Source: an optimization exercise on an open RTL-to-GDS flow (aim: small area and a short achievable clock period). Production flows keep margins and buffers that such runs may drop. The RTL was checked by simulation tests, not by an equivalence proof against the original design. Power and IR drop assume default switching activity.

Setup of south:
Design double_ended_queue, start of the top module:
module double_ended_queue #(
  parameter int unsigned DEPTH = 16
) (
  input  wire                            clk,
  input  wire                            rst,
  input  wire                            req_valid,
  output logic                           req_ready,
  input  wire  [deq_pkg::KIND_W-1:0]     kind,
  input  wire  signed [deq_pkg::DATA_W-1:0] push_value,
  output logic                           rsp_valid,
  input  wire                            rsp_ready,
  output logic signed [deq_pkg::DATA_W-1:0] popped_value,
  output logic [deq_pkg::STATUS_W-1:0]   status,
  output logic [deq_pkg::COUNT_W-1:0]    count
);
  localparam int unsigned CNT_W = $clog2(DEPTH + 1);
  logic [deq_pkg::DATA_W-1:0] slot [DEPTH];
  logic [DEPTH-1:0]           we;
  logic [DEPTH-1:0]           rd_sel;
  logic [DEPTH-1:0]           front_oh;
  logic [DEPTH-1:0]           back_oh;
  logic [DEPTH-1:0]           front_dn;    
  logic [DEPTH-1:0]           front_up;    
  logic [DEPTH-1:0]           back_dn;
  logic [DEPTH-1:0]           back_up;
  logic [CNT_W-1:0]           held;
  logic [CNT_W-1:0]           held_next;
  logic                       full;
  logic                       empty;
  logic                       accept;
  logic                       is_push;
  logic                       is_pop;
  logic                       is_clear;
  logic                       push_ok;
  logic                       pop_ok;
  ...
For scale: about 1,300 cells after synthesis, roughly 590 flip-flops, about 0.022 mm² of cells after synthesis.
clock: 4.2 ns
lec_check: 0
cap_margin: 0
core_margin: 2
core_utilization: 40
setup_slack_margin: 2.2
slew_margin: 0
run.sh (not shown) runs the stock make flow with config.mk's settings and CLKGATE_MAP_FILE= SYNTH_SCRIPT=/design/flow/synth_recipe.tcl, a recipe that flattens the netlist after the stock synthesis.
For middle, these inputs were changed with respect to south:
Settings: CAP_MARGIN now 20, was 0; CTS_CLUSTER_SIZE now 30, previously not set; SLEW_MARGIN now 20, was 0; CTS_CLUSTER_DIAMETER now 80, previously not set.
Notes after the runs:
Status: power attributed to sequential cells parity (south, middle). Compared with south, in middle global-route usage lower; final core area utilization lower; met1 usage in global routing lower; hold slack higher.


Another version of the RTL of double_ended_queue (not shown whole).
Size in the first run: roughly 1300 cells after synthesis, ~590 flip-flops, about 80 I/O pins, ~22000 µm² of cells after synthesis.
==> flow/config.mk <==
export PLATFORM = sky130hd
export DESIGN_NAME = double_ended_queue
export DESIGN_NICKNAME = double_ended_queue
export VERILOG_FILES = /design/flow/design.v
export SDC_FILE = /design/flow/constraint.sdc
export NUM_CORES = 4
export LEC_CHECK = 0
export CAP_MARGIN = 20
export CORE_MARGIN = 2
export CORE_UTILIZATION = 50
export CTS_BUF_LIST = sky130_fd_sc_hd__clkbuf_16
export CTS_CLUSTER_DIAMETER = 80
export CTS_CLUSTER_SIZE = 30
export PLACE_DENSITY = 0.75
export SETUP_SLACK_MARGIN = 2.2
export SLEW_MARGIN = 20
export TNS_END_PERCENT = 20
==> flow/constraint.sdc <==
create_clock -name core_clock -period 4.2 [get_ports {clk}]
set_input_delay 0.8400 -clock core_clock [delete_from_list [all_inputs] [get_ports {clk}]]
set_output_delay 0.8400 -clock core_clock [all_outputs]
set_load 0.01 [all_outputs]
Next try:
- CTS_BUF_LIST: sky130_fd_sc_hd__clkbuf_16 -> not set
- SETUP_SLACK_MARGIN: 2.2 -> 1.95
Worst setup slack got worse by 0.18 ns.
Cell area came out lower by 3.0%.
Final cell count went down by 3.1%.
Die area does not change.
Routed wire length goes down by 10%.
Power decreases by 1.2%.
Via count fell by 6.3%.
Maximum frequency drops by 7.8%.
Non-clock buffer count fell by 46.


Setup of build 32:
double_ended_queue again, from the RTL that the note above started with.
Settings: LEC_CHECK=0, CAP_MARGIN=20, CORE_MARGIN=2, CORE_UTILIZATION=40, CTS_CLUSTER_DIAMETER=80, CTS_CLUSTER_SIZE=30, SETUP_SLACK_MARGIN=2.2, SLEW_MARGIN=20; clock period 4.2 ns.
--- input diff build 32..build 60 ---
- setting TNS_END_PERCENT to 20 for the first time
Comparing routed wire length on met3 for build 60 and build 32, the bigger number came from build 32.
Clock buffer and inverter area fraction after layout (lower): build 60
Wire: build 60 routes less than build 32
Lower estimated wirelength of the detail-placed design among build 60 and build 32: build 32
Looking at worst hold path stage count across build 60 and build 32, the one that comes out lower is build 60.
Clock power share down 1.9 points in build 60 wrt build 32
Between build 32 and build 60, the flow reports detailed-route vias per instance increasing slightly.
[inputs] build 91 vs build 60
- CORE_UTILIZATION: 40 -> 50
- PLACE_DENSITY: unset -> 0.75
## What came out
Going from build 60 to build 91, cell area decreased by 460 µm² relative to the old numbers, relative contribution of combinational cells to total power shows no meaningful change. Compared with build 60, build 91 shows a power share of the clock group that is 2.5 points lower. Build 91 vs build 60: shortest clock period the worst path allows after layout up. From build 60 to build 91 the numbers moved as follows: number of antenna violations at the first check in global routing dropped 1, final wirelength dropped 9.8%, wire length of the first global-routing pass dropped 9.0 mm. Compared with build 60, build 91 shows worst hold slack lower by 0.012 ns. Total power: build 91 below build 60. | highest clock rate | build 91 vs build 60 | ≈ equal |.

## separate check: timing with driven ports
In the flow no input, the clock included, has a driving cell. The finished layouts below were timed again as built, in two steps. Step 1 sets driving cells, clkbuf_16 on the clock port and buf_2 on the other inputs (assumed; they add their load-dependent delay and slew). Step 2, shift: input delay + t, output delay - t, t = (earliest + latest rising clock arrival at the registers) / 2. This alone moves slack from input paths to output paths. Slacks: no drivers / after step 1 / after step 2; pairs: no drivers / after step 1.
| run | shift t [ns] | setup WS [ns] | clock arrival spread, ns |
|---|---|---|---|
| south | 0.678 | 1.900 / 1.920 / 1.247 | 0.019 / 0.019 |
| middle | 0.671 | 1.933 / 1.945 / 1.300 | 0.036 / 0.036 |
| the first run of note 2 | 0.636 | 2.074 / 1.968 / 1.332 | 0.034 / 0.034 |
| the second run of note 2 | 0.629 | 1.896 / 1.838 / 1.316 | 0.039 / 0.039 |
| build 32 | 0.678 | 2.038 / 1.975 / 1.397 | 0.045 / 0.046 |
| build 60 | 0.667 | 2.080 / 1.971 / 1.304 | 0.040 / 0.040 |
| build 91 | 0.636 | 2.074 / 1.968 / 1.332 | 0.034 / 0.034 |
After both steps setup and hold are still met in every run listed. The setup slack of build 60, which loses most, moves by -0.109 ns with the drivers and by -0.776 ns with both steps.
